This is an optimization exercise on Yosys and OpenROAD, whose aim is a short achievable clock period and few clock cycles, not a production implementation.
Function was checked by simulation only, so behaviour that the tests miss may differ from the original.

**flow/constraint.sdc**
```tcl
create_clock -name core_clock -period 12.0 [get_ports {clk}]
set_input_delay 2.4000 -clock core_clock [delete_from_list [all_inputs] [get_ports {clk}]]
set_output_delay 2.4000 -clock core_clock [all_outputs]
set_load 0.01 [all_outputs]
```
**flow/design.v**
```verilog
package muldiv_pkg;
  typedef enum logic [2:0] {
    OP_MUL    = 3'b000,
    OP_MULH   = 3'b001,
    OP_MULHSU = 3'b010,
    OP_MULHU  = 3'b011,
    OP_DIV    = 3'b100,
    OP_DIVU   = 3'b101,
    OP_REM    = 3'b110,
    OP_REMU   = 3'b111
  } op_e;
  typedef logic [1:0] state_t;
  localparam logic [1:0] ST_IDLE     = 2'd0;
  localparam logic [1:0] ST_MUL_WAIT = 2'd1;
  localparam logic [1:0] ST_DIV_ITER = 2'd2;
  localparam logic [1:0] ST_DONE     = 2'd3;
  localparam int unsigned DIV_ITERATIONS = 32;
  localparam int unsigned CNT_W          = 5;
  localparam int unsigned REM_W          = 33;
  localparam logic [31:0] DIV0_QUOTIENT = 32'hFFFF_FFFF;
  localparam logic [31:0] INT_MIN       = 32'h8000_0000;
endpackage
import muldiv_pkg::*;
module muldiv_div_step (
  input  logic [muldiv_pkg::REM_W-1:0] rem_i,
  input  logic             in_bit_i,
  input  logic [31:0]      divisor_i,
  output logic [muldiv_pkg::REM_W-1:0] rem_o,
  output logic             q_bit_o
);
  logic [REM_W:0] trial;
  logic [REM_W:0] diff;
  always_comb begin
    trial   = {rem_i, in_bit_i};
    diff    = trial - {2'b00, divisor_i};
    q_bit_o = ~diff[REM_W];
    rem_o   = q_bit_o ? diff[REM_W-1:0] : trial[REM_W-1:0];
  end
endmodule
import muldiv_pkg::*;
module muldiv_sequencer #(
  parameter int unsigned MUL_LATENCY = 3,
  parameter int unsigned XLEN        = 32
) (
  input  logic            clk,
  input  logic            rst_n,
  input  logic            start,
  input  logic [2:0]      funct3,
  input  logic [XLEN-1:0] rs1_val,
  input  logic [XLEN-1:0] rs2_val,
  input  logic            kill,
  output logic            stall,
  output logic            busy,
  output logic            done,
  output logic [XLEN-1:0] result
);
  logic [1:0]       state_q, state_d;
  logic [CNT_W-1:0] cnt_q, cnt_d;
  logic [63:0]      prod_q, prod_d;
  logic [31:0]      quo_q, quo_d;
  logic [REM_W-1:0] rem_q, rem_d;
  logic [31:0]      dvs_q, dvs_d;
  logic [1:0]       op_q, op_d;
  logic             qneg_q, qneg_d;
  logic             rneg_q, rneg_d;
  logic [31:0]      result_q, result_d;
  logic             done_q, done_d;
  logic             busy_q, busy_d;
  logic             accept;
  logic             a_sext, b_sext, div_signed;
  logic [63:0]      a_ext, b_ext, mul_full;
  logic             a_neg, b_neg, div_zero, div_ovf;
  logic [31:0]      abs_a, abs_b;
  logic [REM_W-1:0] rem_step;
  logic             q_bit;
  logic [31:0]      quo_step, quo_fin, rem_fin;
  muldiv_div_step u_div_step (
    .rem_i     (rem_q),
    .in_bit_i  (quo_q[31]),
    .divisor_i (dvs_q),
    .rem_o     (rem_step),
    .q_bit_o   (q_bit)
  );
  always_comb begin
    a_sext     = (funct3 != OP_MULHU);
    b_sext     = (funct3 == OP_MUL) || (funct3 == OP_MULH);
    a_ext      = {{32{a_sext & rs1_val[31]}}, rs1_val};
    b_ext      = {{32{b_sext & rs2_val[31]}}, rs2_val};
    mul_full   = a_ext * b_ext;
    div_signed = (funct3 == OP_DIV) || (funct3 == OP_REM);
    a_neg      = div_signed & rs1_val[31];
    b_neg      = div_signed & rs2_val[31];
    abs_a      = a_neg ? (~rs1_val + 32'd1) : rs1_val;
    abs_b      = b_neg ? (~rs2_val + 32'd1) : rs2_val;
    div_zero   = (rs2_val == 32'd0);
    div_ovf    = div_signed && (rs1_val == INT_MIN) && (rs2_val == 32'hFFFF_FFFF);
    quo_step   = {quo_q[30:0], q_bit};
    quo_fin    = qneg_q ? (~quo_step + 32'd1) : quo_step;
    rem_fin    = rneg_q ? (~rem_step[31:0] + 32'd1) : rem_step[31:0];
  end
  always_comb begin
    accept = (state_q == ST_IDLE) && start && !kill;
    stall  = accept ||
             (((state_q == ST_MUL_WAIT) || (state_q == ST_DIV_ITER)) && !kill);
  end
  always_comb begin
    state_d  = state_q;
    cnt_d    = cnt_q;
    prod_d   = prod_q;
    quo_d    = quo_q;
    rem_d    = rem_q;
    dvs_d    = dvs_q;
    op_d     = op_q;
    qneg_d   = qneg_q;
    rneg_d   = rneg_q;
    result_d = result_q;
    case (state_q)
      ST_IDLE: begin
        if (accept) begin
          op_d = funct3[1:0];
          if (!funct3[2]) begin
            prod_d  = mul_full;
            cnt_d   = MUL_LATENCY[CNT_W-1:0] - 1'b1;
            state_d = ST_MUL_WAIT;
          end else if (div_zero) begin
            result_d = funct3[1] ? rs1_val : DIV0_QUOTIENT;
            state_d  = ST_DONE;
          end else if (div_ovf) begin
            result_d = funct3[1] ? 32'd0 : INT_MIN;
            state_d  = ST_DONE;
          end else begin
            quo_d   = abs_a;
            rem_d   = '0;
            dvs_d   = abs_b;
            qneg_d  = a_neg ^ b_neg;
            rneg_d  = a_neg;
            cnt_d   = DIV_ITERATIONS[CNT_W-1:0] - 1'b1;
            state_d = ST_DIV_ITER;
          end
        end
      end
      ST_MUL_WAIT: begin
        if (kill) begin
          state_d = ST_IDLE;
        end else if (cnt_q == '0) begin
          result_d = (op_q == 2'b00) ? prod_q[31:0] : prod_q[63:32];
          state_d  = ST_DONE;
        end else begin
          cnt_d = cnt_q - 1'b1;
        end
      end
      ST_DIV_ITER: begin
        if (kill) begin
          state_d = ST_IDLE;
        end else begin
          quo_d = quo_step;
          rem_d = rem_step;
          if (cnt_q == '0) begin
            result_d = op_q[1] ? rem_fin : quo_fin;
            state_d  = ST_DONE;
          end else begin
            cnt_d = cnt_q - 1'b1;
          end
        end
      end
      default: begin
        state_d = ST_IDLE;
      end
    endcase
    done_d = (state_d == ST_DONE);
    busy_d = (state_d != ST_IDLE);
  end
  always_ff @(posedge clk or negedge rst_n) begin
    if (!rst_n) begin
      state_q  <= ST_IDLE;
      cnt_q    <= '0;
      prod_q   <= '0;
      quo_q    <= '0;
      rem_q    <= '0;
      dvs_q    <= '0;
      op_q     <= '0;
      qneg_q   <= 1'b0;
      rneg_q   <= 1'b0;
      result_q <= '0;
      done_q   <= 1'b0;
      busy_q   <= 1'b0;
    end else begin
      state_q  <= state_d;
      cnt_q    <= cnt_d;
      prod_q   <= prod_d;
      quo_q    <= quo_d;
      rem_q    <= rem_d;
      dvs_q    <= dvs_d;
      op_q     <= op_d;
      qneg_q   <= qneg_d;
      rneg_q   <= rneg_d;
      result_q <= result_d;
      done_q   <= done_d;
      busy_q   <= busy_d;
    end
  end
  assign done   = done_q;
  assign busy   = busy_q;
  assign result = result_q;
endmodule
```
**flow/config.mk**
```make
export PLATFORM = sky130hd
export DESIGN_NAME = muldiv_sequencer
export DESIGN_NICKNAME = muldiv_sequencer
export VERILOG_FILES = /design/flow/design.v
export SDC_FILE = /design/flow/constraint.sdc
export NUM_CORES = 4
export LEC_CHECK = 0
export CAP_MARGIN = 20
export CORE_MARGIN = 2
export CORE_UTILIZATION = 40
export SLEW_MARGIN = 20
```
**flow/run.sh**
```bash
#!/bin/bash
# synth_recipe.tcl (not shown) runs the flow's synth.tcl, then flattens the netlist and writes it again
# the make line also repeats each setting of config.mk as NAME=value (left out here)
make -C /OpenROAD-flow-scripts/flow DESIGN_CONFIG=/design/flow/config.mk WORK_HOME=/design/flow/orfs CLKGATE_MAP_FILE= SYNTH_SCRIPT=/design/flow/synth_recipe.tcl finish
```
==> impl_metrics.json <==
{
  "run_status": "finished clean",
  "use_met2_pct": 41.19,
  "wire_per_inst_um": 21.65,
  "dp_hpwl_mm": 133.1,
  "drv_slew": 0,
  "vias_per_cell": 5.353,
  "synthDistinctLibCells": 80,
  "h-tree-depth": 1,
  "critPathLaunchType": "input port",
  "floorplan.rows": 133,
  "yosysWarnings": 2,
  "fillCellCount": 13060,
  "multi_input_area_mm2": 0.04152,
  "track_usage_pct": 25.28,
  "die_x_um": 367.5,
  "use_met3_pct": 3.493,
  "path_clk_slew_ns": 0.06,
  "synth_ff_type": "dfrtp_1",
  "cts_resized": 0,
  "grt_pass1_wl_mm": 263.0,
  "slew_headroom_pct": 21.26,
  "area_growth_pct": 6.291,
  "synth.most_common_cell": "inv_1",
  "numPortBuffers": 105,
  "antenna_found_initial": 11,
  "rsz0062_at_grt": "no",
  "grt_pass1_vias": 43420,
  "max_freq_mhz": 90.72,
  "crit_fanout": 8,
  "core_area_mm2": 0.1313,
  "synth-seq-cells": 206,
  "overflow": 0,
  "drc": 0,
  "syn-cell-area_mm2": 0.05284,
  "cts.sinks": 206,
  "cts_tree": "yes",
  "drive_gt1_share_pct": 4.887,
  "synth-async-reset-ratio_pct": 100.0,
  "setup_tns_ns": 0,
  "root_buffer": "clkbuf_16",
  "yosys.area.top_type_share_pct": 42.66,
  "yosysSeqAreaShare_pct": 9.755,
  "vias": 41740,
  "placed_area_mm2": 0.05531,
  "cap_violations": 0,
  "cts_buffers": 25,
  "worst_setup_path_endpoint": "prod_q[61]",
  "reg2reg_from": "rem_q[13]",
  "nets": 7472,
  "crit-reg2reg-capture": "result_q[26]",
  "min_from": "prod_q[38]",
  "slowest_delay_ns": 0.73,
  "totalWireLength_mm": 168.8,
  "stdcell_area_mm2": 0.05617,
  "start_util_pct": 40.25,
  "reg2reg_depth": 18,
  "skew_ns": 0.009895,
  "hold_buffers": 0,
  "grt.busiest_layer": "met2",
  "tightestPinTransition_ns": 1.181,
  "antenna_left": 0,
  "rrSetupSlack_ns": 5.53,
  "first_pass_iters": 6,
  "worst_hold_slack_ns": 0.4619,
  "clockBufferDepth": 3,
  "synth.avg_cell_area_um2": 8.587,
  "post_cts_buffers": 0,
  "crit_start": "funct3[1]",
  "die_h_um": 367.5,
  "grt_use_met1_pct": 34.79,
  "synthTopCellsByCount": "inv_1, fa_1, nand2_1",
  "worst_setup_path_end_kind": "flip-flop",
  "finalCriticalPeriod_ns": 11.02,
  "crit_arrival_ns": 11.45,
  "required_ns": 12.43,
  "dp_cells": 7749,
  "synthCells": 6154,
  "drt_iter0_markers": 3395,
  "synth_top_area_cell": "fa_1",
  "critPathSlowestCell": "fa_1",
  "hold_path.class": "reg2reg",
  "finalSetupViolCount": 0,
  "gp_congestion": 0.9495,
  "cp_common_cell": "fa_1",
  "final_cell_count_no_fill": 7798,
  "finalHoldViolCount": 0,
  "grt_max_degree": 111,
  "yosys-top-cells-area": "fa_1, dfrtp_1, inv_1",
  "synth_edf_count": 0,
  "final-seq-area_mm2": 0.005155,
  "synthesis.nets": 7605,
  "die-area_mm2": 0.1350,
  "ioPinCount": 106,
  "period_share_pct": 91.85,
  "clk_latency_ns": 0.55,
  "critPathKind": "in2reg"
}
==> metal layers <==
metal	share of wire, %	up-vias	routed length (um)
li1	-	18380	-
met1	43	21540	72360
met2	47	1508	78660
met3	6.8	291	11470
met4	3.7	14	6258
met5	0.052	-	88
==> cells in the final DEF, fill, tap and decap left out, types with 25 or more instances in the layout <==
cell type        count
a21o_1              51
a21oi_1            177
a31oi_1             29
and2_1             263
buf_2               52
buf_4              114
clkbuf_16           25
clkdlybuf4s50_1     51
dfrtp_1            206
fa_1              1126
ha_1               253
inv_1             1274
mux2_2              40
mux2i_1             34
nand2_1           1116
nand3_1             46
nor2_1             206
nor3_1              51
o21ai_0            261
o31ai_1             57
or3_1               26
xnor2_1            104
xor2_1              89
==> registers in the layout, indices dropped and copies added, names as in the netlist, 2 cells and up <==
signal    count
prod_q       64
rem_q        33
dvs_q        32
quo_q        32
result_q     32
cnt_q         5
op_q          2
state_q       2
==> through the flow <==
step	worst slack (ns)	util, %
after floorplan	1.256	-
after global placement	0.3098	42.13
after detailed placement	0.3222	42.13
after CTS	0.8874	42.76
after global routing	0.4982	42.76
final	0.9776	42.78
==> worst min path at each step <==
stage	end	slack, ns	depth (start not counted)
floorplan	prod_q[38]	0.43	2
global placement	prod_q[38]	0.45	2
detailed placement	prod_q[38]	0.45	2
CTS	prod_q[38]	0.47	2
global route	prod_q[38]	0.49	2
finish	prod_q[38]	0.46	2
==> critical path: cells and delay by family <==
family                   cells  cell delay [ns]
buffers and inverters        9             1.46
XOR/XNOR                     1             0.16
adder cells (fa/ha/maj)      9             4.64
AO/OA/AOI/OAI                7             1.57
AND/OR/NAND/NOR              4             1.20
==> logic make-up after synthesis <==
kind of cell	synth area share (%)
and+or+nand+nor	16.04
buffers and inverters	11.80
adders and majority gates	48.67
AOI/OAI and AO/OA	9.017
DFF	9.755
xor gates and xnor gates	3.215
muxes	1.496
==> layout make-up <==
type / instances / area share [%]
diodes: 7 / 0.03119
repair buffers: 219 / 2.958
multi-input cells: 4294 / 73.92
clock inverters: 12 / 0.2629
inverters: 1275 / 8.521
clock buffers: 30 / 1.219
well taps: 1755 / 3.910
flip-flops and latches: 206 / 9.178
Testbench counts, summed over its fixed seeds: cycles 46,886.

==> port drivers added, routing unchanged <==
How much do the figures lean on ideal ports? The routed layout below was timed once more, with nothing changed but the port constraints. Step 1 assumes that a clkbuf_16 drives the clock port and a buf_2 every other input. Step 2 adds t to the input delays and takes it off the output delays; t is the mean of the earliest and latest rising clock arrival at the registers after step 1. Input paths then give back, and output paths get back, about the clock's delay inside the block. a / b / c = no drivers / after step 1 / after step 2; a / b = the first two.
t (ns): 0.601
setup WS [ns]: 0.978 / 1.010 / 0.408
worst hold slack (ns): 0.462 / 0.462 / 0.462
worst data-port slew with drivers (ns): 0.11
After both steps this run still meets setup and hold. For this run, drivers alone change the setup slack by +0.032 ns; drivers and shift together by -0.570 ns.
